What follows belongs to an exercise in optimizing a design on an open flow for small area and a short achievable clock period; a production flow would make more cautious choices. Where RTL was checked, it was by simulation tests only, not by an equivalence proof against the original. No activity file was given, so power comes from the tool's default toggle rates.

// conv_output_stream
module conv_output_stream #(
   parameter int LANES      = 8,
   parameter int DIM_W      = 16,
   parameter int FIFO_DEPTH = 16
) (
   input  logic                    clk,
   input  logic                    reset,
   input  logic                    start,
   input  logic [DIM_W-1:0]        In_Channel,
   input  logic [DIM_W-1:0]        Matrix_Col,
   input  logic [DIM_W-1:0]        Matrix_Row,
   input  logic [LANE_W*LANES-1:0] sData,
   input  logic                    sValid,
   output logic                    sReady,
   output logic [LANE_W*LANES-1:0] mData_payload,
   output logic                    mData_valid,
   input  logic                    mData_ready,
   output logic                    mData_last,
   output logic                    mData_rowEnd,
   output logic                    layer_done
);
   localparam int DATA_W = LANE_W * LANES;
   localparam int FIFO_W = DATA_W + 1;
   localparam int CNT_W  = $clog2(FIFO_DEPTH) + 1;
   localparam int LW     = $clog2(LANES);
   localparam int GRP_W  = DIM_W - LW;
   logic              idle_q, run_q, drain_q;
   logic              sReady_q, last_q, layerDone_q;
   logic [GRP_W-1:0]  grpCnt_q, grpInit_q;
   logic [LW-1:0]     rem_q;
   logic [DIM_W-1:0]  colCnt_q, colInit_q;
   logic [DIM_W-1:0]  rowCnt_q;
   logic              lastGroup_q, lastCol_q, lastRow_q;
   logic              grpOne_q, colOne_q;
   logic [LANES-1:0]  keep_q, keepLast_q;
   logic              accept;
   logic              runEnd;
  ...
For scale: ~2,600 cells after synthesis, about 190 I/O pins, about 44,000 µm² of cells after synthesis.
clock: 5.0 ns
lec_check: 0
cap_margin: 20
core_margin: 2
core_utilization: 65
setup_slack_margin: 3.0
slew_margin: 20
standard.sh (not shown) runs the stock make flow with config.mk's settings and CLKGATE_MAP_FILE= SYNTH_SCRIPT=/design/flow/synth_recipe.tcl, a recipe that flattens the netlist after the stock synthesis.
==> flow/flow/run.sh <==
#!/bin/bash
# Standard ORFS layout, except that the port buffers are plain buf_2 cells instead
# of the delay cell buffer_ports picks by default.
set -euo pipefail
bash standard.sh synth > synth.log 2>&1
bash standard.sh "BUFFER_PORTS_ARGS=-buffer_cell sky130_fd_sc_hd__buf_2" finish > layout.log 2>&1
Change:
Settings changed: SETUP_SLACK_MARGIN 3.0 to 2.5.
=> The new run completed without violations; core utilization went down by 2.1 points; register-to-register slack loses 290 ps; final area went down by 2.8%; worst hold slack gains 9.4 ps.
No run of this note included a check of the RTL's function; only the layout flow was run.

---

job 2950:
conv_output_stream, a different RTL version from the one above (not shown whole).
For scale: ~4100 cells after synthesis, about 1200 flip-flops, roughly 190 I/O pins, roughly 44000 sq um of cells after synthesis.
Settings: LEC_CHECK=0, CAP_MARGIN=20, CORE_MARGIN=2, CORE_UTILIZATION=65, CTS_CLUSTER_DIAMETER=90, CTS_CLUSTER_SIZE=24, SETUP_SLACK_MARGIN=3.15, SLEW_MARGIN=20; clock period 5.0 ns.
==> flow/flow/run.sh <==
#!/bin/bash
# Standard ORFS layout, except that:
#  - the port buffers are plain buf_2 cells instead of the delay cell buffer_ports
#    picks by default;
#  - the resizer may change a cell's footprint when it sizes it;
#  - clock tree synthesis uses a finer H-tree wire unit (shorter insertion delay).
set -euo pipefail
bash standard.sh synth > synth.log 2>&1
bash standard.sh "BUFFER_PORTS_ARGS=-buffer_cell sky130_fd_sc_hd__buf_2" MATCH_CELL_FOOTPRINT=0 \
  "CTS_ARGS=-sink_clustering_enable -repair_clock_nets -sink_clustering_size 24 -sink_clustering_max_diameter 90 -wire_unit 5" \
  finish > layout.log 2>&1
Changes in job 8680 relative to job 2950:
Settings: changing SETUP_SLACK_MARGIN from 3.15 to 3.0; setting PLACE_DENSITY to 0.85 for the first time.
Findings:
The flow did not stop early for job 8680: all stages ran, and the layout cleared the timing, DRC and antenna checks.
Higher first-pass GRT wire length among job 8680 and job 2950: job 2950
Per the comparison of job 8680 with job 2950, synthesis-to-layout area growth -3.4 points; via count decreased by about 2.2% relative to the old numbers; all-layer global routing usage decreased by 4.2 points relative to the old numbers.
In the tables for job 8680 and job 2950, worst slack on hold paths reads higher with job 8680.
Delta (job 8680 minus job 2950): detailed placement HPWL went down about 8%, power dissipated by switching net loads went down about 3.6%, setup slack after placement went down 0.16 ns.
Of the two candidates, job 2950 has the worse power and job 8680 the better one.
The following lists how job 1183 was set up differently from job 8680:
Settings: clearing PLACE_DENSITY, which used to be 0.85.
==> flow/flow/run.sh <==
#!/bin/bash
# Standard ORFS layout, except that the port buffers are plain buf_2 cells instead
# of the delay cell buffer_ports picks by default, and the resizer may change a
# cell's footprint when it sizes it.
set -euo pipefail
bash standard.sh synth > synth.log 2>&1
bash standard.sh "BUFFER_PORTS_ARGS=-buffer_cell sky130_fd_sc_hd__buf_2" MATCH_CELL_FOOTPRINT=0 finish > layout.log 2>&1
Results
- The more densely filled core belongs to job 1183, not job 8680.
- Per the comparison of job 1183 with job 8680, buffer count from post-CTS setup fixing shrank by about 10%, met3 global-route usage grew by 1.1 points, first-iteration DRC count shows a reduction of about 14%.
- There was hardly any difference in fraction of standard cell area in multi-input logic between job 8680 and job 1183.
Setup changes, job 1183 to job 4088
Settings: CORE_UTILIZATION now 78, was 65.
==> flow/flow/run.sh <==
#!/bin/bash
# Standard ORFS layout, except that:
#  - the port buffers are plain buf_2 cells instead of the delay cell buffer_ports
#    picks by default;
#  - the resizer may change a cell's footprint when it sizes it;
#  - clock tree synthesis uses a finer H-tree wire unit (shorter insertion delay).
set -euo pipefail
bash standard.sh synth > synth.log 2>&1
bash standard.sh "BUFFER_PORTS_ARGS=-buffer_cell sky130_fd_sc_hd__buf_2" MATCH_CELL_FOOTPRINT=0 \
  "CTS_ARGS=-sink_clustering_enable -repair_clock_nets -sink_clustering_size 24 -sink_clustering_max_diameter 90 -wire_unit 5" \
  finish > layout.log 2>&1
- Run comparison: job 4088 endpoint of the worst setup timing path u_fifo.head_q[6]$_DFF_P_; job 1183 endpoint of the worst setup timing path mData_valid
- Fraction of power consumed by sequential logic on job 4088 is up relative to job 1183.
- Level count of the clock H-tree of job 4088 is on par with job 1183.
- Detailed placer's ending HPWL: job 4088 vs job 1183 down 2800 um
- On synthesis-to-finish area growth, the lower figure sits with job 4088, not job 1183.
- Job 1183 ended up with in -> async as its classification of the worst-slack hold path; job 4088 ended up with reg -> reg.
Edits applied to the flow inputs when going from job 4088 to job 1587:
Settings: CORE_UTILIZATION now 65, was 78.
### Flow results
- Clock skew deteriorates in job 1587 relative to job 4088.
- Between job 4088 and job 1587, fmax increased.
- Going from job 4088 to job 1587, first-pass GRT wire length grew by a few percent.
- On setup slack after placement: between job 4088 and job 1587, it ends up lower for job 4088.
- Of job 4088 and job 1587, the higher wire length on met3 belongs to job 4088.
- Run comparison: job 4088 endpoint of the worst setup timing path u_fifo.head_q[6]$_DFF_P_; job 1587 endpoint of the worst setup timing path mData_payload[6]
- Job 1587 vs job 4088 — non-filler instance count after layout climbed by a few percent
The following lists how job 6287 was set up differently from job 1587:
Settings: putting PLACE_DENSITY at 0.85 where nothing was set; putting GPL_ROUTABILITY_DRIVEN at 0 where nothing was set.
Results
- Min share of the core filled with cells in the final layout across job 6287 and job 1587: job 6287
- Number of iterations in the first detailed-routing pass, job 6287 and job 1587: higher on job 6287
- Going from job 1587 to job 6287, via count held steady; instance count of the mapped netlist did not really move; total power neither gained nor lost much; synthesis-to-layout area growth decreased 0.27 points; global-route usage moved down.

-- what the ideal ports hide --
Ports are ideal in the flow. The routed layouts listed here were re-timed in OpenROAD.
Step 1 (the two cells are an assumption about what drives the block):
set clk [get_ports {clk}]
set_driving_cell -lib_cell sky130_fd_sc_hd__clkbuf_16 $clk
set_driving_cell -lib_cell sky130_fd_sc_hd__buf_2 [delete_from_list [all_inputs] $clk]
Step 2 adds t to the input delays and takes it off the output delays; t is the mean of the earliest and latest rising clock arrival at the registers after step 1. Input paths then give back, and output paths get back, about the clock's delay inside the block.
a / b / c = ideal ports / drivers / drivers and shift; a / b = the first two.
run | t (ns) | setup slack, ns | clock arrival spread, ns
the first run of note 1 | 0.755 | 2.648 / 2.580 / 2.211 | 0.032 / 0.032
the second run of note 1 | 0.726 | 2.562 / 2.537 / 1.914 | 0.031 / 0.030
job 2950 | 0.680 | 2.833 / 2.768 / 2.482 | 0.037 / 0.037
job 8680 | 0.705 | 2.802 / 2.731 / 2.282 | 0.034 / 0.034
job 1183 | 0.730 | 2.793 / 2.728 / 2.278 | 0.036 / 0.037
job 4088 | 0.679 | 2.555 / 2.555 / 2.278 | 0.022 / 0.022
job 1587 | 0.682 | 2.838 / 2.772 / 2.295 | 0.042 / 0.042
job 6287 | 0.705 | 2.802 / 2.731 / 2.282 | 0.034 / 0.034
After both steps every run listed still meets setup and hold. For the second run of note 1, which loses most, drivers alone change the setup slack by -0.025 ns; drivers and shift together by -0.648 ns.
